Context: an optimization exercise on an open-source flow, tuned for small area, a short achievable clock period and few clock cycles per item. The choices shown serve that exercise and are no tape-out recipe. Function was checked by simulation only, so behaviour that the tests miss may differ from the original. No activity file was given, so power comes from the tool's default toggle rates.

==> flow/design.v (excerpt) <==
module digraph_letter_sentence_histogram (
    input  logic        aclk,
    input  logic        aresetn,
    input  logic        s_valid,
    output logic        s_ready,
    input  logic        s_func,
    input  logic [15:0] s_char_code,
    output logic        m_valid,
    input  logic        m_ready,
    output logic [5:0]  m_letter_index,
    output logic [15:0] m_letter_count,
    output logic [15:0] m_sentence_length,
    output logic        m_last
);
export LEC_CHECK = 0
export ABC_CLOCK_PERIOD_IN_PS = 2700
export CAP_MARGIN = 20
export CORE_MARGIN = 2
export CORE_UTILIZATION = 40
export SETUP_SLACK_MARGIN = 3.3
export SLEW_MARGIN = 20
create_clock -name core_clock -period 6.0 [get_ports {aclk}]
run.sh (not shown) runs the stock make flow with config.mk's settings and CLKGATE_MAP_FILE= SYNTH_SCRIPT=/design/flow/synth_recipe.tcl, a recipe that flattens the netlist after the stock synthesis.
Testbench counts at the start, summed over its fixed seeds: cycles 35,107, items 32,123.
Change:
--- a/flow/design.v
+++ b/flow/design.v
@@ -12,16 +12,15 @@
     output logic        m_valid,
     input  logic        m_ready,
     output logic [5:0]  m_letter_index,
     output logic [15:0] m_letter_count,
     output logic [15:0] m_sentence_length,
     output logic        m_last
 );
-    localparam int DW = 2;
-    localparam logic [DW-1:0] DFULL = '1;
+    localparam int DW = 3;
     function automatic logic [5:0] glob_a(input int j);
         logic [5:0] r;
         case (j / 2)
             0:       r = 6'd4;
             1:       r = 6'd9;
             2:       r = 6'd15;
             3:       r = 6'd18;
@@ -60,14 +59,22 @@
         r = {1'b1, 5'd17};
         for (int j = 0; j < 18; j++) begin
             if (g == glob_a(j)) r = {1'b1, 5'(j)};
             if (g == glob_b(j)) r = {1'b0, 5'(j)};
         end
         gmap = r;
     endfunction
+    function automatic int dw_of(input logic [5:0] g);
+        case (g)
+            6'd6, 6'd7, 6'd12, 6'd18, 6'd23, 6'd27, 6'd29:
+                dw_of = 3;   
+            default:
+                dw_of = 2;
+        endcase
+    endfunction
     function automatic logic [15:0] sat_inc(input logic [15:0] x);
         sat_inc = (x == 16'hFFFF) ? x : x + 16'd1;
     endfunction
     typedef struct packed {
         logic       f;       
         logic       cd;      
         logic       cq;      
@@ -156,16 +163,17 @@
     logic [15:0] len;
     logic        win, win2, silent, fresh;
     logic [35:0] opv;         
     logic [5:0]  e;
     logic        eA;
     logic [4:0]  eloc;
     logic [15:0] emit_len, emit_len2;
-    logic [DW-1:0] dA [18];
+    logic [DW-1:0] dA [18];   
     logic [DW-1:0] dB [18];
+    logic [17:0]   fullA, fullB;
     logic        opA_v, opB_v;
     logic        wbA_v, wbB_v, wbA_inc, wbB_inc;
     logic [4:0]  wbA_i, wbB_i;
     logic [15:0] rdA, rdB;
     logic [DW-1:0] dv;
     logic [15:0] cA [18];
     logic [15:0] cB [18];
@@ -178,21 +186,21 @@
     assign pop      = m_v && m_ready;
     assign drained  = win && !opv[35] && !m_v && !q_v;
     logic [17:0] oldA_v, oldB_v, xA_v, xB_v;
     always_comb begin
         for (int j = 0; j < 18; j++) begin
             oldA_v[j] = win2 || (emit_now ? opv[glob_a(j) - 6'd1] : opv[glob_a(j)]);
             xA_v[j]   = (win2 && opv[glob_a(j)])
-                     || ((win2 || opv[glob_a(j)]) && (dA[j] == DFULL));
+                     || ((win2 || opv[glob_a(j)]) && fullA[j]);
             if (glob_b(j) == 6'd0)
                 oldB_v[j] = win2 || (!emit_now && opv[0]);
             else
                 oldB_v[j] = win2 || (emit_now ? opv[glob_b(j) - 6'd1] : opv[glob_b(j)]);
             xB_v[j]   = (win2 && opv[glob_b(j)])
-                     || ((win2 || opv[glob_b(j)]) && (dB[j] == DFULL));
+                     || ((win2 || opv[glob_b(j)]) && fullB[j]);
         end
     end
     logic       pm, cont, chr, is_end, is_skip, grow, close, doB, setp;
     logic [4:0] aloc;
     logic       oldA, oldB, stall, fire1;
     assign pm      = pend_v && ((pend_t & r0.tl) != 4'b0000);
     assign cont    = !pm;
@@ -293,18 +301,14 @@
             win2   <= 1'b0;
             silent <= 1'b1;
             fresh  <= 1'b0;
             opv    <= '1;
             e      <= 6'd0;
             eA     <= 1'b0;
             eloc   <= 5'd0;
-            for (int j = 0; j < 18; j++) begin
-                dA[j] <= '0;
-                dB[j] <= '0;
-            end
         end else begin
             fresh <= open_now && !win2;
             if (emit_now) begin
                 e          <= e + 6'd1;
                 {eA, eloc} <= gm_next;
                 opv        <= {opv[34:0], 1'b0};
                 if (fire1 && close) win2 <= 1'b1;
@@ -324,25 +328,40 @@
                 end else begin
                     win        <= 1'b1;
                     e          <= 6'd0;
                     {eA, eloc} <= gm_next;
                     opv        <= '1;
                 end
             end
-            for (int j = 0; j < 18; j++) begin
+        end
+    end
+    for (genvar j = 0; j < 18; j++) begin : g_d
+        localparam int WA = dw_of(glob_a(j));
+        localparam int WB = dw_of(glob_b(j));
+        logic [WA-1:0] ra;
+        logic [WB-1:0] rb;
+        always_ff @(posedge aclk) begin
+            if (!aresetn) begin
+                ra <= '0;
+                rb <= '0;
+            end else begin
                 if (emit_now && eA && (eloc == 5'(j)))
-                    dA[j] <= '0;
+                    ra <= '0;
                 else if (fire1 && pend_v && oldA && (aloc == 5'(j)))
-                    dA[j] <= dA[j] + DW'(1);
+                    ra <= ra + WA'(1);
                 if (emit_now && !eA && (eloc == 5'(j)))
-                    dB[j] <= '0;
+                    rb <= '0;
                 else if (fire1 && doB && oldB && (r0.bl == 5'(j)))
-                    dB[j] <= dB[j] + DW'(1);
+                    rb <= rb + WB'(1);
             end
         end
+        assign dA[j]    = DW'(ra);
+        assign dB[j]    = DW'(rb);
+        assign fullA[j] = &ra;
+        assign fullB[j] = &rb;
     end
     logic [4:0]  aA, aB;
     logic [15:0] raA, raB, frA, frB, wdA, wdB;
     always_ff @(posedge aclk) begin
         if (!aresetn) begin
             aA <= 5'd0;
             aB <= 5'd0;
What happened: The new run completed without violations; wire length rose by 2.2%; final area came out higher by 1.4%; first-iteration DRC count falls by 5.6%; non-clock buffer count is higher by 17; total power rises by 2.0%; die area falls by 0.64%; count of clock-buffer cells in the layout stays the same; fmax falls by 16%; global-route usage goes up by 0.72 points; cell count goes down by 1.5%.
Testbench counts after the change, summed over its fixed seeds: cycles 34,123, items 32,123.

========
rev 12:
Starting RTL as in the previous note.
clock: 6.0 ns
lec_check: 0
abc_clock_period_in_ps: 2700
cap_margin: 20
core_margin: 2
core_utilization: 40
setup_slack_margin: 3.3
slew_margin: 20
tns_end_percent: 5
Testbench counts of rev 12, summed over its fixed seeds: cycles 35,107, items 32,123.
The following lists how rev 13 was set up differently from rev 12:
-- flow/design.v --
<<< rev 12, line 17
    output logic        m_last
);
    localparam int DW = 2;
    localparam logic [DW-1:0] DFULL = '1;
    function automatic logic [5:0] glob_a(input int j);
        logic [5:0] r;
>>> rev 13, line 17
    output logic        m_last
);
    localparam int DW = 3;
    function automatic logic [5:0] glob_a(input int j);
        logic [5:0] r;
<<< rev 12, line 64
        end
        gmap = r;
    endfunction
    function automatic logic [15:0] sat_inc(input logic [15:0] x);
>>> rev 13, line 63
        end
        gmap = r;
    endfunction
    function automatic int dw_of(input logic [5:0] g);
        case (g)
            6'd6, 6'd7, 6'd12, 6'd18, 6'd23, 6'd27, 6'd29:
                dw_of = 3;   
            default:
                dw_of = 2;
        endcase
    endfunction
    function automatic logic [2:0] johnson_val(input logic [2:0] q, input int w);
        int c;
        c = 0;
        for (int i = 0; i < 3; i++) if (i < w && q[i]) c++;
        johnson_val = q[w - 1] ? 3'(2 * w - c) : 3'(c);
    endfunction
    function automatic logic [15:0] sat_inc(input logic [15:0] x);
<<< rev 12, line 161
    logic [4:0]  eloc;
    logic [15:0] emit_len, emit_len2;
    logic [DW-1:0] dA [18];
    logic [DW-1:0] dB [18];
    logic        opA_v, opB_v;
    logic        wbA_v, wbB_v, wbA_inc, wbB_inc;
>>> rev 13, line 174
    logic [4:0]  eloc;
    logic [15:0] emit_len, emit_len2;
    logic [DW-1:0] dA [18];   
    logic [DW-1:0] dB [18];
    logic [17:0]   fullA, fullB;
    logic        opA_v, opB_v;
    logic        wbA_v, wbB_v, wbA_inc, wbB_inc;
<<< rev 12, line 183
            oldA_v[j] = win2 || (emit_now ? opv[glob_a(j) - 6'd1] : opv[glob_a(j)]);
            xA_v[j]   = (win2 && opv[glob_a(j)])
                     || ((win2 || opv[glob_a(j)]) && (dA[j] == DFULL));
            if (glob_b(j) == 6'd0)
                oldB_v[j] = win2 || (!emit_now && opv[0]);
>>> rev 13, line 197
            oldA_v[j] = win2 || (emit_now ? opv[glob_a(j) - 6'd1] : opv[glob_a(j)]);
            xA_v[j]   = (win2 && opv[glob_a(j)])
                     || ((win2 || opv[glob_a(j)]) && fullA[j]);
            if (glob_b(j) == 6'd0)
                oldB_v[j] = win2 || (!emit_now && opv[0]);
<<< rev 12, line 189
                oldB_v[j] = win2 || (emit_now ? opv[glob_b(j) - 6'd1] : opv[glob_b(j)]);
            xB_v[j]   = (win2 && opv[glob_b(j)])
                     || ((win2 || opv[glob_b(j)]) && (dB[j] == DFULL));
        end
    end
>>> rev 13, line 203
                oldB_v[j] = win2 || (emit_now ? opv[glob_b(j) - 6'd1] : opv[glob_b(j)]);
            xB_v[j]   = (win2 && opv[glob_b(j)])
                     || ((win2 || opv[glob_b(j)]) && fullB[j]);
        end
    end
<<< rev 12, line 298
            eA     <= 1'b0;
            eloc   <= 5'd0;
            for (int j = 0; j < 18; j++) begin
                dA[j] <= '0;
                dB[j] <= '0;
            end
        end else begin
            fresh <= open_now && !win2;
>>> rev 13, line 312
            eA     <= 1'b0;
            eloc   <= 5'd0;
        end else begin
            fresh <= open_now && !win2;
<<< rev 12, line 329
                end
            end
            for (int j = 0; j < 18; j++) begin
                if (emit_now && eA && (eloc == 5'(j)))
                    dA[j] <= '0;
                else if (fire1 && pend_v && oldA && (aloc == 5'(j)))
                    dA[j] <= dA[j] + DW'(1);
                if (emit_now && !eA && (eloc == 5'(j)))
                    dB[j] <= '0;
                else if (fire1 && doB && oldB && (r0.bl == 5'(j)))
                    dB[j] <= dB[j] + DW'(1);
            end
        end
    end
    logic [4:0]  aA, aB;
>>> rev 13, line 339
                end
            end
        end
    end
    for (genvar j = 0; j < 18; j++) begin : g_d
        localparam int WA = dw_of(glob_a(j));
        localparam int WB = dw_of(glob_b(j));
        logic [WA-1:0] ra;
        logic [WB-1:0] rb;
        always_ff @(posedge aclk) begin
            if (!aresetn) begin
                ra <= '0;
                rb <= '0;
            end else begin
                if (emit_now && eA && (eloc == 5'(j)))
                    ra <= '0;
                else if (fire1 && pend_v && oldA && (aloc == 5'(j)))
                    ra <= {ra[WA-2:0], !ra[WA-1]};
                if (emit_now && !eA && (eloc == 5'(j)))
                    rb <= '0;
                else if (fire1 && doB && oldB && (r0.bl == 5'(j)))
                    rb <= {rb[WB-2:0], !rb[WB-1]};
            end
        end
        assign dA[j]    = DW'(ra);
        assign dB[j]    = DW'(rb);
        assign fullA[j] = ra[WA-1] && !ra[WA-2];
        assign fullB[j] = rb[WB-1] && !rb[WB-2];
    end
    logic [4:0]  aA, aB;
<<< rev 12, line 374
        rdA     <= frA;
        rdB     <= frB;
        dv      <= eA ? dA[eloc] : dB[eloc];
        for (int j = 0; j < 18; j++) begin
            if (wbA_v && (wbA_i == 5'(j))) cA[j] <= wdA;
>>> rev 13, line 399
        rdA     <= frA;
        rdB     <= frB;
        dv      <= johnson_val(eA ? dA[eloc] : dB[eloc], dw_of(e));
        for (int j = 0; j < 18; j++) begin
            if (wbA_v && (wbA_i == 5'(j))) cA[j] <= wdA;
Notes after the runs:
Diff rev 12 -> rev 13 | wire length | decrease of about 1.6%. Diff rev 12 -> rev 13: part of the power in the clock network moved up; final area now sits higher; via density per instance saw a decrease; power per cell area saw an increase; count of flip-flops and latches grew by 8. Rev 12 -> rev 13: final global-route overflow total flat. Share of the cycle needed by the critical path after routing: rev 13 vs rev 12 down 0.94 points. Diff rev 13..rev 12 | effective utilization at floorplan | negligible. Relative to rev 12, the number of distinct library cells after synthesis measured on rev 13 has increased by more than 10%. Re hold slack: rev 12 was higher than rev 13. Going from rev 12 to rev 13, fraction of area in clock buffers and inverters has increased; post-synthesis cell area has remained practically unchanged.
Testbench counts of rev 13, summed over its fixed seeds: cycles 34,222, items 32,123.

## re-timing with driven ports
No port has a modelled driver above. Below, the same layouts with a new extraction and two added sets of constraints.
Step 1 sets driving cells, clkbuf_16 on the clock port and buf_2 on the other inputs (assumed; they add their load-dependent delay and slew).
Step 2 adds t to the input delays and takes it off the output delays; t is the mean of the earliest and latest rising clock arrival at the registers after step 1. Input paths then give back, and output paths get back, about the clock's delay inside the block.
Three values: no drivers, after step 1, after step 2; two values: the first two.
| run | t, ns | slack for setup (ns) | worst hold slack (ns) | worst register clock-pin slew, ns |
|---|---|---|---|---|
| the first run of note 1 | 0.724 | 3.025 / 3.025 / 2.582 | 0.426 / 0.426 / 0.426 | 0.07 / 0.07 |
| the second run of note 1 | 0.732 | 2.441 / 2.441 / 2.441 | 0.395 / 0.395 / 0.395 | 0.06 / 0.06 |
| rev 12 | 0.732 | 2.913 / 2.913 / 2.293 | 0.441 / 0.441 / 0.441 | 0.06 / 0.06 |
| rev 13 | 0.756 | 2.969 / 2.920 / 2.336 | 0.409 / 0.409 / 0.409 | 0.07 / 0.07 |
After both steps setup and hold are still met in every run listed. For rev 13, which loses most, drivers alone change the setup slack by -0.049 ns; drivers and shift together by -0.633 ns.
